This design comes from an exercise in tuning for small area and a short achievable clock period on the open sky130 flow, not from production work.
RTL that was checked went through simulation tests only; none was proved equivalent to the original.

==> flow/design.v (excerpt) <==
module diffeq_fu_core
#(
    parameter int unsigned WIDTH = diffeq_pkg::DEFAULT_WIDTH
) (
    input  logic                    clk,
    input  logic                    reset,
    input  logic                    en,
    input  logic signed [WIDTH-1:0] v1,
    input  logic signed [WIDTH-1:0] v2,
    input  logic signed [WIDTH-1:0] v3,
    input  logic signed [WIDTH-1:0] v4,
    input  logic signed [WIDTH-1:0] v5,
    input  logic signed [WIDTH-1:0] v6,
    input  logic                    mode,
    output logic signed [WIDTH-1:0] w1,
    output logic signed [WIDTH-1:0] w2,
    output logic signed [WIDTH-1:0] w3,
    output logic signed [WIDTH-1:0] r1,
    output logic signed [WIDTH-1:0] r2,
    output logic signed [WIDTH-1:0] r3,
    output logic                    ovf1,
    output logic                    ovf2,
    output logic                    ovf3,
    output logic                    valid
);
Size in the first run: roughly 1,100 cells after synthesis, about 200 I/O pins.
==> module adder_subtractor, before the edit <==
module adder_subtractor
#(
    parameter int unsigned WIDTH = diffeq_pkg::DEFAULT_WIDTH
) (
    input  logic signed [WIDTH-1:0] in1,
    input  logic signed [WIDTH-1:0] in2,
    input  logic                    mode,
    output logic signed [WIDTH-1:0] out,
    output logic                    ovf
);
    localparam int unsigned B1 = 6;
    localparam int unsigned B2 = 11;
    logic             sub;
    logic [WIDTH-1:0] a, b;
    logic [B1:0]      cl;
    logic [WIDTH-1:B1] s0, s1;
    logic [WIDTH:B1]   c0, c1;
    logic             cm;
    assign sub = (mode == diffeq_pkg::MODE_SUB);
    assign a   = in1;
    assign b   = in2 ^ {WIDTH{sub}};
    assign cl[0] = sub;
    for (genvar i = 0; i < B1; i++) begin : g_lo
        diffeq_fa u_fa (.a(a[i]), .b(b[i]), .c(cl[i]), .s(out[i]), .co(cl[i+1]));
    end
    for (genvar i = B1; i < WIDTH; i++) begin : g_hi
        if (i == B1 || i == B2) begin : g_first
            diffeq_ha   u_h0 (.a(a[i]), .b(b[i]), .s(s0[i]), .co(c0[i+1]));
            diffeq_xnor u_h1 (.a(a[i]), .b(b[i]), .y(s1[i]));
            assign c1[i+1] = a[i] | b[i];
        end else begin : g_rest
            diffeq_fa u_f0 (.a(a[i]), .b(b[i]), .c(c0[i]), .s(s0[i]), .co(c0[i+1]));
            diffeq_fa u_f1 (.a(a[i]), .b(b[i]), .c(c1[i]), .s(s1[i]), .co(c1[i+1]));
        end
    end
    assign c0[B1] = 1'b0;
    assign c1[B1] = 1'b1;
    assign cm            = cl[B1] ? c1[B2] : c0[B2];
    assign out[B2-1:B1]  = cl[B1] ? s1[B2-1:B1] : s0[B2-1:B1];
    assign out[WIDTH-1:B2] = cm ? s1[WIDTH-1:B2] : s0[WIDTH-1:B2];
    assign ovf = (a[WIDTH-1] == b[WIDTH-1]) && (out[WIDTH-1] != a[WIDTH-1]);
endmodule
export LEC_CHECK = 0
export CAP_MARGIN = 0
export CORE_MARGIN = 2
export CORE_UTILIZATION = 40
export SETUP_SLACK_MARGIN = 1.8
export SLEW_MARGIN = 0
export SYNTH_HIERARCHICAL = 1
export SYNTH_MINIMUM_KEEP_SIZE = 0
create_clock -name core_clock -period 10.0 [get_ports {clk}]
standard.sh (not shown) runs the stock make flow with config.mk's settings and CLKGATE_MAP_FILE= SYNTH_SCRIPT=/design/flow/synth_recipe.tcl, a recipe that flattens the netlist after the stock synthesis.
==> flow/flow/run.sh <==
#!/bin/bash
# The standard layout (standard.sh) with two changes:
#  - the port buffers are the smallest buffer cell, sky130_fd_sc_hd__buf_1;
#  - before floorplanning, flow/downsize.tcl gives each combinational cell its smallest
#    drive strength, so that timing repair upsizes only the cells that need it.
export BUFFER_PORTS_ARGS="-buffer_cell sky130_fd_sc_hd__buf_1"
export PRE_FLOORPLAN_TCL="$PWD/flow/downsize.tcl"
bash standard.sh > standard_run.log 2>&1
==> flow/flow/downsize.tcl <==
# Before floorplanning: give every combinational cell the smallest drive strength of its
# function; the timing repair later upsizes only the cells that need it.
set n 0
foreach inst [get_cells *] {
  set m [get_property $inst ref_name]
  if { ![regexp {^(sky130_fd_sc_hd__[a-z0-9]+)_([0-9]+)$} $m -> base sz] } { continue }
  if { [regexp {df|dl|sdf|edf|conb|fa$|ha$|tap|fill|decap|clkbuf|buf$|bufbuf|dly|clkinv} $base] } { continue }
  set best $m
  set best_area [get_property [get_lib_cells */$m] area]
  foreach alt [get_lib_cells */${base}_*] {
    set an [get_name $alt]
    if { ![regexp "^${base}_\[0-9\]+\$" $an] } { continue }
    if { [get_property $alt dont_use] } { continue }
    set a [get_property $alt area]
    if { $a < $best_area } { set best $an; set best_area $a }
  }
  if { $best ne $m } {
    replace_cell $inst $best
    incr n
  }
}
puts "downsize.tcl: resized $n instances to their smallest drive"
Change:
--- a/flow/design.v
+++ b/flow/design.v
@@ -744,38 +744,34 @@
     input  logic                    mode,
     output logic signed [WIDTH-1:0] out,
     output logic                    ovf
 );
-    localparam int unsigned B1 = 6;
-    localparam int unsigned B2 = 11;
+    localparam int unsigned H = WIDTH / 2;
     logic             sub;
     logic [WIDTH-1:0] a, b;
-    logic [B1:0]      cl;
-    logic [WIDTH-1:B1] s0, s1;
-    logic [WIDTH:B1]   c0, c1;
-    logic             cm;
+    logic [H:0]       cl;
+    logic [WIDTH-1:H] s0, s1;
+    logic [WIDTH:H]   c0, c1;
     assign sub = (mode == diffeq_pkg::MODE_SUB);
     assign a   = in1;
     assign b   = in2 ^ {WIDTH{sub}};
     assign cl[0] = sub;
-    for (genvar i = 0; i < B1; i++) begin : g_lo
+    for (genvar i = 0; i < H; i++) begin : g_lo
         diffeq_fa u_fa (.a(a[i]), .b(b[i]), .c(cl[i]), .s(out[i]), .co(cl[i+1]));
     end
-    for (genvar i = B1; i < WIDTH; i++) begin : g_hi
-        if (i == B1 || i == B2) begin : g_first
+    assign c0[H] = 1'b0;
+    assign c1[H] = 1'b1;
+    for (genvar i = H; i < WIDTH; i++) begin : g_hi
+        if (i == H) begin : g_first
             diffeq_ha   u_h0 (.a(a[i]), .b(b[i]), .s(s0[i]), .co(c0[i+1]));
             diffeq_xnor u_h1 (.a(a[i]), .b(b[i]), .y(s1[i]));
             assign c1[i+1] = a[i] | b[i];
         end else begin : g_rest
             diffeq_fa u_f0 (.a(a[i]), .b(b[i]), .c(c0[i]), .s(s0[i]), .co(c0[i+1]));
             diffeq_fa u_f1 (.a(a[i]), .b(b[i]), .c(c1[i]), .s(s1[i]), .co(c1[i+1]));
         end
     end
-    assign c0[B1] = 1'b0;
-    assign c1[B1] = 1'b1;
-    assign cm            = cl[B1] ? c1[B2] : c0[B2];
-    assign out[B2-1:B1]  = cl[B1] ? s1[B2-1:B1] : s0[B2-1:B1];
-    assign out[WIDTH-1:B2] = cm ? s1[WIDTH-1:B2] : s0[WIDTH-1:B2];
+    assign out[WIDTH-1:H] = cl[H] ? s1 : s0;
     assign ovf = (a[WIDTH-1] == b[WIDTH-1]) && (out[WIDTH-1] != a[WIDTH-1]);
 endmodule
 module diffeq_fu_core
 #(
The changed run finished clean.
Global-route usage increases by 0.14 points.
Via count barely changes.
Final area stays flat.
Die area decreases slightly.
Routed wire length is about the same.
Hold slack hardly moves.
Setup slack gets better by 0.059 ns.
Clock-buffer cell count stays the same.
Register-to-register slack stays flat.
Sequential share of layout area is about the same.
Function was not checked in any run of this note: the RTL went through the layout flow alone.

---

== main ==
diffeq_fu_core, a different RTL version from the one above (not shown whole).
Size: ~1,200 cells after synthesis, about 200 I/O pins.
export LEC_CHECK = 0
export CAP_MARGIN = 0
export CORE_MARGIN = 2
export CORE_UTILIZATION = 40
export SETUP_SLACK_MARGIN = 2.0
export SLEW_MARGIN = 0
export SYNTH_HIERARCHICAL = 1
export SYNTH_MINIMUM_KEEP_SIZE = 0
create_clock -name core_clock -period 10.0 [get_ports {clk}]
Scripts as last shown in full above: flow/flow/run.sh, flow/flow/downsize.tcl
main completed every stage of the flow, and the final layout passed the timing, design-rule and antenna checks.
[inputs] the feature branch vs main
==> flow/design.v, changed modules only <==
module adder_subtractor
#(
    parameter int unsigned WIDTH = diffeq_pkg::DEFAULT_WIDTH
) (
    input  logic signed [WIDTH-1:0] in1,
    input  logic signed [WIDTH-1:0] in2,
    input  logic                    mode,
    output logic signed [WIDTH-1:0] out,
    output logic                    ovf
);
    localparam int unsigned H = WIDTH / 2;
    logic             sub;
    logic [WIDTH-1:0] a, b;
    logic [H:0]       cl;
    logic [WIDTH-1:H] s0, s1;
    logic [WIDTH:H]   c0, c1;
    assign sub = (mode == diffeq_pkg::MODE_SUB);
    assign a   = in1;
    assign b   = in2 ^ {WIDTH{sub}};
    assign cl[0] = sub;
    for (genvar i = 0; i < H; i++) begin : g_lo
        diffeq_fa u_fa (.a(a[i]), .b(b[i]), .c(cl[i]), .s(out[i]), .co(cl[i+1]));
    end
    assign c0[H] = 1'b0;
    assign c1[H] = 1'b1;
    for (genvar i = H; i < WIDTH; i++) begin : g_hi
        if (i == H) begin : g_first
            diffeq_ha   u_h0 (.a(a[i]), .b(b[i]), .s(s0[i]), .co(c0[i+1]));
            diffeq_xnor u_h1 (.a(a[i]), .b(b[i]), .y(s1[i]));
            assign c1[i+1] = a[i] | b[i];
        end else begin : g_rest
            diffeq_fa u_f0 (.a(a[i]), .b(b[i]), .c(c0[i]), .s(s0[i]), .co(c0[i+1]));
            diffeq_fa u_f1 (.a(a[i]), .b(b[i]), .c(c1[i]), .s(s1[i]), .co(c1[i+1]));
        end
    end
    assign out[WIDTH-1:H] = cl[H] ? s1 : s0;
    assign ovf = (a[WIDTH-1] == b[WIDTH-1]) && (out[WIDTH-1] != a[WIDTH-1]);
endmodule
## What came out
- Diff main..the feature branch | initial antenna violation count | unchanged
- Number of buffers inserted by post-CTS setup repair: the feature branch vs main up 3
- The count of nets after finishing on the feature branch is in line with that on main.
No functional check of the RTL was part of main.

---

Setup of rev 12:
diffeq_fu_core, a different RTL version from the one above (not shown whole).
Size: about 1,100 cells after synthesis.
==> flow/config.mk <==
export PLATFORM = sky130hd
export DESIGN_NAME = diffeq_fu_core
export DESIGN_NICKNAME = diffeq_fu_core
export VERILOG_FILES = /design/flow/design.v
export SDC_FILE = /design/flow/constraint.sdc
export NUM_CORES = 4
export LEC_CHECK = 0
export CAP_MARGIN = 20
export CORE_MARGIN = 2
export CORE_UTILIZATION = 40
export SETUP_SLACK_MARGIN = 1.6
export SLEW_MARGIN = 20
export SYNTH_HIERARCHICAL = 1
export SYNTH_MINIMUM_KEEP_SIZE = 0
==> flow/constraint.sdc <==
create_clock -name core_clock -period 10.0 [get_ports {clk}]
set_input_delay 2.0000 -clock core_clock [delete_from_list [all_inputs] [get_ports {clk}]]
set_output_delay 2.0000 -clock core_clock [all_outputs]
set_load 0.01 [all_outputs]
Scripts as last shown in full above: flow/flow/run.sh, flow/flow/downsize.tcl
--- input diff rev 12..rev 13 ---
--- a/flow/design.v
+++ b/flow/design.v
@@ -312,42 +312,38 @@
     input  logic signed [WIDTH-1:0] in1,
     input  logic signed [WIDTH-1:0] in2,
     input  logic                    mode,
     output logic signed [WIDTH-1:0] out,
     output logic                    ovf
 );
-    localparam int unsigned B1 = 6;
-    localparam int unsigned B2 = 11;
+    localparam int unsigned H = WIDTH / 2;
     logic             sub;
     logic [WIDTH-1:0] a, b;
-    logic [B1:0]      cl;
-    logic [WIDTH-1:B1] s0, s1;
-    logic [WIDTH:B1]   c0, c1;
-    logic             cm;
+    logic [H:0]       cl;
+    logic [WIDTH-1:H] s0, s1;
+    logic [WIDTH:H]   c0, c1;
     assign sub = (mode == diffeq_pkg::MODE_SUB);
     assign a   = in1;
     assign b   = in2 ^ {WIDTH{sub}};
     assign cl[0] = sub;
-    for (genvar i = 0; i < B1; i++) begin : g_lo
+    for (genvar i = 0; i < H; i++) begin : g_lo
         diffeq_fa u_fa (.a(a[i]), .b(b[i]), .c(cl[i]), .s(out[i]), .co(cl[i+1]));
     end
-    for (genvar i = B1; i < WIDTH; i++) begin : g_hi
-        if (i == B1 || i == B2) begin : g_first
+    assign c0[H] = 1'b0;
+    assign c1[H] = 1'b1;
+    for (genvar i = H; i < WIDTH; i++) begin : g_hi
+        if (i == H) begin : g_first
             diffeq_ha   u_h0 (.a(a[i]), .b(b[i]), .s(s0[i]), .co(c0[i+1]));
             diffeq_xnor u_h1 (.a(a[i]), .b(b[i]), .y(s1[i]));
             assign c1[i+1] = a[i] | b[i];
         end else begin : g_rest
             diffeq_fa u_f0 (.a(a[i]), .b(b[i]), .c(c0[i]), .s(s0[i]), .co(c0[i+1]));
             diffeq_fa u_f1 (.a(a[i]), .b(b[i]), .c(c1[i]), .s(s1[i]), .co(c1[i+1]));
         end
     end
-    assign c0[B1] = 1'b0;
-    assign c1[B1] = 1'b1;
-    assign cm            = cl[B1] ? c1[B2] : c0[B2];
-    assign out[B2-1:B1]  = cl[B1] ? s1[B2-1:B1] : s0[B2-1:B1];
-    assign out[WIDTH-1:B2] = cm ? s1[WIDTH-1:B2] : s0[WIDTH-1:B2];
+    assign out[WIDTH-1:H] = cl[H] ? s1 : s0;
     assign ovf = (a[WIDTH-1] == b[WIDTH-1]) && (out[WIDTH-1] != a[WIDTH-1]);
 endmodule
 module diffeq_fu_core
 #(
     parameter int unsigned WIDTH = diffeq_pkg::DEFAULT_WIDTH
 ) (
### Flow results
Design area: rev 13 better than rev 12. Rev 13: die area about 0.5% below rev 12. Number of standard cells in the layout, taps in and fillers out of rev 13 falls short of that of rev 12 slightly. Of rev 13 and rev 12, the higher tightest slew margin relative to the limit belongs to rev 12.
No run of this note included a check of the RTL's function; only the layout flow was run.

---

diffeq_fu_core with an RTL version that a note above also has.
Size: ~200 I/O pins.
==> module adder_subtractor, before the edit <==
module adder_subtractor
#(
    parameter int unsigned WIDTH = diffeq_pkg::DEFAULT_WIDTH
) (
    input  logic signed [WIDTH-1:0] in1,
    input  logic signed [WIDTH-1:0] in2,
    input  logic                    mode,
    output logic signed [WIDTH-1:0] out,
    output logic                    ovf
);
    localparam int unsigned H = WIDTH / 2;
    logic             sub;
    logic [WIDTH-1:0] a, b;
    logic [H:0]       cl;
    logic [WIDTH-1:H] s0, s1;
    logic [WIDTH:H]   c0, c1;
    assign sub = (mode == diffeq_pkg::MODE_SUB);
    assign a   = in1;
    assign b   = in2 ^ {WIDTH{sub}};
    assign cl[0] = sub;
    for (genvar i = 0; i < H; i++) begin : g_lo
        diffeq_fa u_fa (.a(a[i]), .b(b[i]), .c(cl[i]), .s(out[i]), .co(cl[i+1]));
    end
    assign c0[H] = 1'b0;
    assign c1[H] = 1'b1;
    for (genvar i = H; i < WIDTH; i++) begin : g_hi
        if (i == H) begin : g_first
            diffeq_ha   u_h0 (.a(a[i]), .b(b[i]), .s(s0[i]), .co(c0[i+1]));
            diffeq_xnor u_h1 (.a(a[i]), .b(b[i]), .y(s1[i]));
            assign c1[i+1] = a[i] | b[i];
        end else begin : g_rest
            diffeq_fa u_f0 (.a(a[i]), .b(b[i]), .c(c0[i]), .s(s0[i]), .co(c0[i+1]));
            diffeq_fa u_f1 (.a(a[i]), .b(b[i]), .c(c1[i]), .s(s1[i]), .co(c1[i+1]));
        end
    end
    assign out[WIDTH-1:H] = cl[H] ? s1 : s0;
    assign ovf = (a[WIDTH-1] == b[WIDTH-1]) && (out[WIDTH-1] != a[WIDTH-1]);
endmodule
clock: 10.0 ns
lec_check: 0
cap_margin: 0
core_margin: 2
core_utilization: 40
setup_slack_margin: 1.8
slew_margin: 0
synth_hierarchical: 1
synth_minimum_keep_size: 0
Scripts as last shown in full above: flow/flow/run.sh, flow/flow/downsize.tcl
The first run finished clean.
Rerun with:
--- a/flow/design.v
+++ b/flow/design.v
@@ -437,23 +437,23 @@
     output logic signed [WIDTH-1:0] out,
     output logic                    ovf
 );
-    localparam int unsigned H = WIDTH / 2;
+    localparam int unsigned B1 = 6;
+    localparam int unsigned B2 = 11;
     logic             sub;
     logic [WIDTH-1:0] a, b;
-    logic [H:0]       cl;
-    logic [WIDTH-1:H] s0, s1;
-    logic [WIDTH:H]   c0, c1;
+    logic [B1:0]      cl;
+    logic [WIDTH-1:B1] s0, s1;
+    logic [WIDTH:B1]   c0, c1;
+    logic             cm;
     assign sub = (mode == diffeq_pkg::MODE_SUB);
     assign a   = in1;
     assign b   = in2 ^ {WIDTH{sub}};
     assign cl[0] = sub;
-    for (genvar i = 0; i < H; i++) begin : g_lo
+    for (genvar i = 0; i < B1; i++) begin : g_lo
         diffeq_fa u_fa (.a(a[i]), .b(b[i]), .c(cl[i]), .s(out[i]), .co(cl[i+1]));
     end
-    assign c0[H] = 1'b0;
-    assign c1[H] = 1'b1;
-    for (genvar i = H; i < WIDTH; i++) begin : g_hi
-        if (i == H) begin : g_first
+    for (genvar i = B1; i < WIDTH; i++) begin : g_hi
+        if (i == B1 || i == B2) begin : g_first
             diffeq_ha   u_h0 (.a(a[i]), .b(b[i]), .s(s0[i]), .co(c0[i+1]));
             diffeq_xnor u_h1 (.a(a[i]), .b(b[i]), .y(s1[i]));
             assign c1[i+1] = a[i] | b[i];
@@ -462,7 +462,11 @@
             diffeq_fa u_f1 (.a(a[i]), .b(b[i]), .c(c1[i]), .s(s1[i]), .co(c1[i+1]));
         end
     end
-    assign out[WIDTH-1:H] = cl[H] ? s1 : s0;
+    assign c0[B1] = 1'b0;
+    assign c1[B1] = 1'b1;
+    assign cm            = cl[B1] ? c1[B2] : c0[B2];
+    assign out[B2-1:B1]  = cl[B1] ? s1[B2-1:B1] : s0[B2-1:B1];
+    assign out[WIDTH-1:B2] = cm ? s1[WIDTH-1:B2] : s0[WIDTH-1:B2];
     assign ovf = (a[WIDTH-1] == b[WIDTH-1]) && (out[WIDTH-1] != a[WIDTH-1]);
 endmodule
 module diffeq_fu_core
What happened:
- design area is higher slightly
- die area rises slightly
- first-iteration DRC count decreases by roughly a tenth
- wire length barely changes
- worst setup slack loses 0.11 ns
- core utilization came out lower by 0.72 points
- synthesized cell count came out higher slightly
- via count rises slightly
- global-route usage fell by 0.67 points
- clock-buffer cell count is unchanged
- final cell count came out higher slightly
The RTL of the second run of this note was laid out without a check of its function.

[re-timing with driven ports]
The results above use ideal ports. As a check the final layouts listed here were re-extracted and re-timed, cells and wires unchanged. Step 1: set_driving_cell puts a clkbuf_16 on clk and a buf_2 on each other input, an assumption about the parent block. Step 2 adds t to the input delays and takes it off the output delays; t is the mean of the earliest and latest rising clock arrival at the registers after step 1. Input paths then give back, and output paths get back, about the clock's delay inside the block. Three values: no drivers, after step 1, after step 2; two values: the first two.
run | t, ns | setup WS [ns] | worst data-port slew with drivers (ns)
the first run of note 1 | 0.324 | 1.864 / 1.837 / 1.837 | 0.05
the second run of note 1 | 0.331 | 1.924 / 1.901 / 1.901 | 0.07
main | 0.330 | 2.017 / 1.976 / 1.976 | 0.08
the feature branch | 0.328 | 2.080 / 2.053 / 2.053 | 0.06
rev 12 | 0.334 | 1.778 / 1.751 / 1.751 | 0.05
rev 13 | 0.343 | 1.756 / 1.729 / 1.729 | 0.05
the first run of note 4 | 0.328 | 1.963 / 1.943 / 1.943 | 0.06
the second run of note 4 | 0.329 | 1.858 / 1.812 / 1.812 | 0.05
After both steps every run listed still meets setup and hold. For the second run of note 4, which loses most, drivers alone change the setup slack by -0.046 ns; drivers and shift together by -0.046 ns.
